Context: an optimization exercise on an open-source flow, tuned for small area, a short achievable clock period and few clock cycles per item. The choices shown serve that exercise and are no tape-out recipe.
RTL that was checked went through simulation tests only; none was proved equivalent to the original.
Power is estimated from default activity; no workload was simulated.

Design battery_soc_power_mode_controller, start of the top module:
module battery_soc_power_mode_controller
(
  input  logic                clk,
  input  logic                rst,
  input  logic                s_tvalid,
  output logic                s_tready,
  input  logic [bspmc_pkg::OpW-1:0]      s_tuser,
  input  logic [bspmc_pkg::InDatW-1:0]   s_tdata,
  output logic                m_tvalid,
  input  logic                m_tready,
  output logic [bspmc_pkg::OutDatW-1:0]  m_tdata,
  input  logic                cfg_valid,
  output logic                cfg_ready,
  input  logic [bspmc_pkg::CfgIdxW-1:0]  cfg_index,
  input  logic [bspmc_pkg::CfgDatW-1:0]  cfg_data
);
Settings: LEC_CHECK=0, CAP_MARGIN=20, CORE_MARGIN=2, CORE_UTILIZATION=40, PLACE_DENSITY=0.6, SLEW_MARGIN=20; clock period 5.0 ns.
run.sh (not shown) runs the stock make flow with config.mk's settings and CLKGATE_MAP_FILE= SYNTH_SCRIPT=/design/flow/synth_recipe.tcl, a recipe that flattens the netlist after the stock synthesis.
The first run passed the timing, design-rule and antenna checks.
Then changed:
==> flow/flow/run.sh (new file) <==
#!/bin/bash
# Standard ORFS layout, except that synthesis maps with the delay-driven ABC
# script in flow/abc_speed.script and without the adder cell mapping.
set -euo pipefail
rm -rf scripts_abc
cp -r "$FLOW_HOME/scripts" scripts_abc
cp flow/abc_speed.script scripts_abc/abc_speed.script
bash standard.sh SCRIPTS_DIR="$PWD/scripts_abc" ADDER_MAP_FILE= finish > standard.log 2>&1
==> flow/flow/abc_speed.script (new file) <==
strash
dch
map -D 2000
topo
stime -c
buffer -c
upsize -c -D 2000
dnsize -c -D 2000
==> flow/standard.sh (new file) <==
#!/bin/bash
# synth_recipe.tcl (not shown) runs the flow's synth.tcl, then flattens the netlist and writes it again
# the make line also repeats each setting of config.mk as NAME=value (left out here)
make -C /OpenROAD-flow-scripts/flow DESIGN_CONFIG=/design/flow/config.mk WORK_HOME=/design/flow/orfs CLKGATE_MAP_FILE= SYNTH_SCRIPT=/design/flow/synth_recipe.tcl "${@:-finish}"
removed: flow/run.sh
Result:
- The changed run completed with no timing, DRC or antenna violations
- count of clock-buffer cells in the layout grows by 1
- fmax rises by 8.3%
- global-route usage falls by 1.2 points
- utilization rises by 0.42 points
- sequential power goes up by about 2%
- non-clock buffer count came out lower by 27
- worst setup slack gets better by 0.32 ns
Then changed:
==> flow/flow/run.sh (replaced) <==
#!/bin/bash
# Standard ORFS layout, except that synthesis maps with the delay-driven ABC
# script in flow/abc_speed.script and without the adder cell mapping, and the
# port buffers are sky130_fd_sc_hd__buf_1.
set -euo pipefail
rm -rf scripts_abc
cp -r "$FLOW_HOME/scripts" scripts_abc
cp flow/abc_speed.script scripts_abc/abc_speed.script
bash standard.sh SCRIPTS_DIR="$PWD/scripts_abc" ADDER_MAP_FILE= BUFFER_PORTS_ARGS="-buffer_cell sky130_fd_sc_hd__buf_1" finish > standard.log 2>&1
Effect: Cell area fell by a few percent; routed wire length drops slightly; area after synthesis stays the same; clock-buffer cell count does not change; critical path depth went up by 3.
Then changed:
==> flow/run.sh (new file) <==
#!/bin/bash
# synth_recipe.tcl (not shown) runs the flow's synth.tcl, then flattens the netlist and writes it again
# the make line also repeats each setting of config.mk as NAME=value (left out here)
make -C /OpenROAD-flow-scripts/flow DESIGN_CONFIG=/design/flow/config.mk WORK_HOME=/design/flow/orfs CLKGATE_MAP_FILE= SYNTH_SCRIPT=/design/flow/synth_recipe.tcl finish
Settings changed: SETUP_SLACK_MARGIN from default to 2.0, TNS_END_PERCENT from default to 100.
removed: flow/flow/run.sh
removed: flow/flow/abc_speed.script
removed: flow/standard.sh
Clock power climbs by about 7%.
Combinational power climbs by 47%.
Fmax climbs by 3.2%.
Final cell count is about the same.
Register-to-register slack improves by 0.12 ns.
Hold slack is about the same.
Flip-flop and latch count does not change.
Function was not checked in any run of this note: the RTL went through the layout flow alone.

* * *

== build 43 ==
battery_soc_power_mode_controller, a different RTL version from the one above (not shown whole).
Size in the first run: roughly 2500 cells after synthesis, about 200 flip-flops.
Settings: LEC_CHECK=0, CAP_MARGIN=20, CORE_MARGIN=2, CORE_UTILIZATION=40, PLACE_DENSITY=0.6, SETUP_SLACK_MARGIN=2.0, SLEW_MARGIN=20, TNS_END_PERCENT=100; clock period 5.0 ns.
standard.sh (not shown) runs the stock make flow with config.mk's settings and CLKGATE_MAP_FILE= SYNTH_SCRIPT=/design/flow/synth_recipe.tcl, a recipe that flattens the netlist after the stock synthesis.
==> flow/flow/run.sh <==
#!/bin/bash
# Standard ORFS layout (the standard.sh), except that synthesis maps with
# the delay-driven ABC script in flow/abc_speed.script and without the adder
# cell mapping, and the port buffers start as buf_1 cells.
set -euo pipefail
rm -rf scripts_abc
cp -r "$FLOW_HOME/scripts" scripts_abc
cp flow/abc_speed.script scripts_abc/abc_speed.script
bash standard.sh SCRIPTS_DIR="$PWD/scripts_abc" ADDER_MAP_FILE= BUFFER_PORTS_ARGS="-buffer_cell sky130_fd_sc_hd__buf_1" CTS_ARGS='-sink_clustering_enable -repair_clock_nets -dont_use_dummy_load -buf_list {sky130_fd_sc_hd__clkbuf_4 sky130_fd_sc_hd__clkbuf_8}' finish > standard.log 2>&1
==> flow/flow/abc_speed.script <==
strash
dch
map -D 1250
topo
stime -c
buffer -c
upsize -c -D 1250
dnsize -c -D 1250
Build 43 completed every stage of the flow, and the final layout passed the timing, design-rule and antenna checks.
Testbench counts of build 43, summed over its fixed seeds: cycles 12,008, items 12,000.
## Diff of input files: build 50 against build 43
==> flow/flow/run.sh <==
#!/bin/bash
# Standard ORFS layout (the standard.sh), except that synthesis maps with
# the delay-driven ABC script in flow/abc_speed.script and without the adder
# cell mapping, and the port buffers start as buf_1 cells.
set -euo pipefail
rm -rf scripts_abc
cp -r "$FLOW_HOME/scripts" scripts_abc
cp flow/abc_speed.script scripts_abc/abc_speed.script
bash standard.sh SCRIPTS_DIR="$PWD/scripts_abc" ADDER_MAP_FILE= BUFFER_PORTS_ARGS="-buffer_cell sky130_fd_sc_hd__buf_1" CTS_ARGS='-sink_clustering_enable -repair_clock_nets -dont_use_dummy_load -sink_clustering_size 10 -buf_list {sky130_fd_sc_hd__clkbuf_4 sky130_fd_sc_hd__clkbuf_8}' finish > standard.log 2>&1
==> flow/flow/abc_speed.script <==
strash
balance
rewrite
refactor
balance
rewrite
rewrite -z
balance
refactor -z
rewrite -z
balance
dch
map -D 1500
topo
stime -c
buffer -c
upsize -c -D 1500
dnsize -c -D 1500
Findings:
- Switching component of the power, build 50 and build 43: larger value in build 43
- Build 50 completed every stage of the flow, and the final layout passed the timing, design-rule and antenna checks.
- Build 50: area fraction of clock buffers and clock inverters is 0.17 points higher than what build 43 reported.
- Status: sequential cell area parity (build 50, build 43)
- Changes observed in build 50 relative to build 43: insertion delay of the later-clocked pin in the worst-skew pair shows a reduction of 0.03 ns; largest fanout of any net on the critical path shows a reduction of 5; post-route non-filler standard cell count shows a reduction of 492.
- Changes observed in build 50 relative to build 43: share of power burned in combinational logic lost 2.5 points; met2 wirelength from detailed routing lost 5.3 mm.
- Changes observed in build 50 relative to build 43: wire length of the first global-routing pass down 21%, tap cell count down about 12%.
Edits applied to the flow inputs when going from build 50 to build 16:
==> flow/flow/run.sh <==
#!/bin/bash
# Standard ORFS layout (the standard.sh), except that synthesis maps with
# the delay-driven ABC script in flow/abc_speed.script and without the adder
# cell mapping, and the port buffers start as buf_1 cells.
set -euo pipefail
rm -rf scripts_abc
cp -r "$FLOW_HOME/scripts" scripts_abc
cp flow/abc_speed.script scripts_abc/abc_speed.script
bash standard.sh SCRIPTS_DIR="$PWD/scripts_abc" ADDER_MAP_FILE= BUFFER_PORTS_ARGS="-buffer_cell sky130_fd_sc_hd__buf_1" CTS_ARGS='-sink_clustering_enable -repair_clock_nets -dont_use_dummy_load -buf_list {sky130_fd_sc_hd__clkbuf_4 sky130_fd_sc_hd__clkbuf_8}' finish > standard.log 2>&1
==> flow/flow/abc_speed.script <==
strash
dch
map -D 1750
topo
stime -c
buffer -c
upsize -c -D 1750
dnsize -c -D 1750
Results
Looking at area of the core, build 16 sits 0.75% lower than build 50 does.
The final reports for build 16 and build 50 show worst slack on hold paths lower in the former.
Compare build 50 and build 16 | measured slew at the worst slew-check pin higher: build 16
The first-pass GRT wire length number comes out higher for build 50 vs build 16.
Looking at minimum period implied by the final worst setup slack, build 16 sits 0.024 ns above build 50.
Highest clock frequency the design can meet: build 16 vs build 50 down about 0.8%
Changes observed in build 16 relative to build 50: power now sits lower; design area now sits higher; aggregate routed wire length now sits lower.
Comparing build 16 with build 50, the footprint of the flip-flops and latches came out essentially unchanged.
The number of search-and-repair iterations in the first detailed-routing pass reported for build 16 is smaller than that of build 50 by 1.

==> static timing again, ports no longer ideal <==
The results above use ideal ports. As a check the final layouts listed here were re-extracted and re-timed, cells and wires unchanged. Step 1, drivers: a clkbuf_16 drives clk and a buf_2 each remaining input, both assumed. Step 2, shift: input delay + t, output delay - t, t = (earliest + latest rising clock arrival at the registers) / 2. This alone moves slack from input paths to output paths. a / b / c = ideal ports / drivers / drivers and shift; a / b = the first two.
run | t (ns) | slack for setup (ns) | worst hold slack (ns)
the first run of note 1 | 0.510 | 0.843 / 0.843 / 0.843 | 0.455 / 0.455 / 0.455
the second run of note 1 | 0.504 | 1.163 / 1.163 / 0.800 | 0.460 / 0.460 / 0.460
the third run of note 1 | 0.497 | 1.197 / 1.197 / 1.011 | 0.455 / 0.455 / 0.455
the fourth run of note 1 | 0.516 | 1.315 / 1.315 / 0.989 | 0.458 / 0.458 / 0.458
build 43 | 0.564 | 2.133 / 2.140 / 1.586 | 0.470 / 0.470 / 0.470
build 50 | 0.530 | 2.143 / 2.143 / 1.726 | 0.463 / 0.463 / 0.463
build 16 | 0.535 | 2.120 / 2.120 / 1.705 | 0.450 / 0.450 / 0.450
After both steps every run listed still meets setup and hold. For build 43, which loses most, drivers alone change the setup slack by +0.007 ns; drivers and shift together by -0.547 ns.
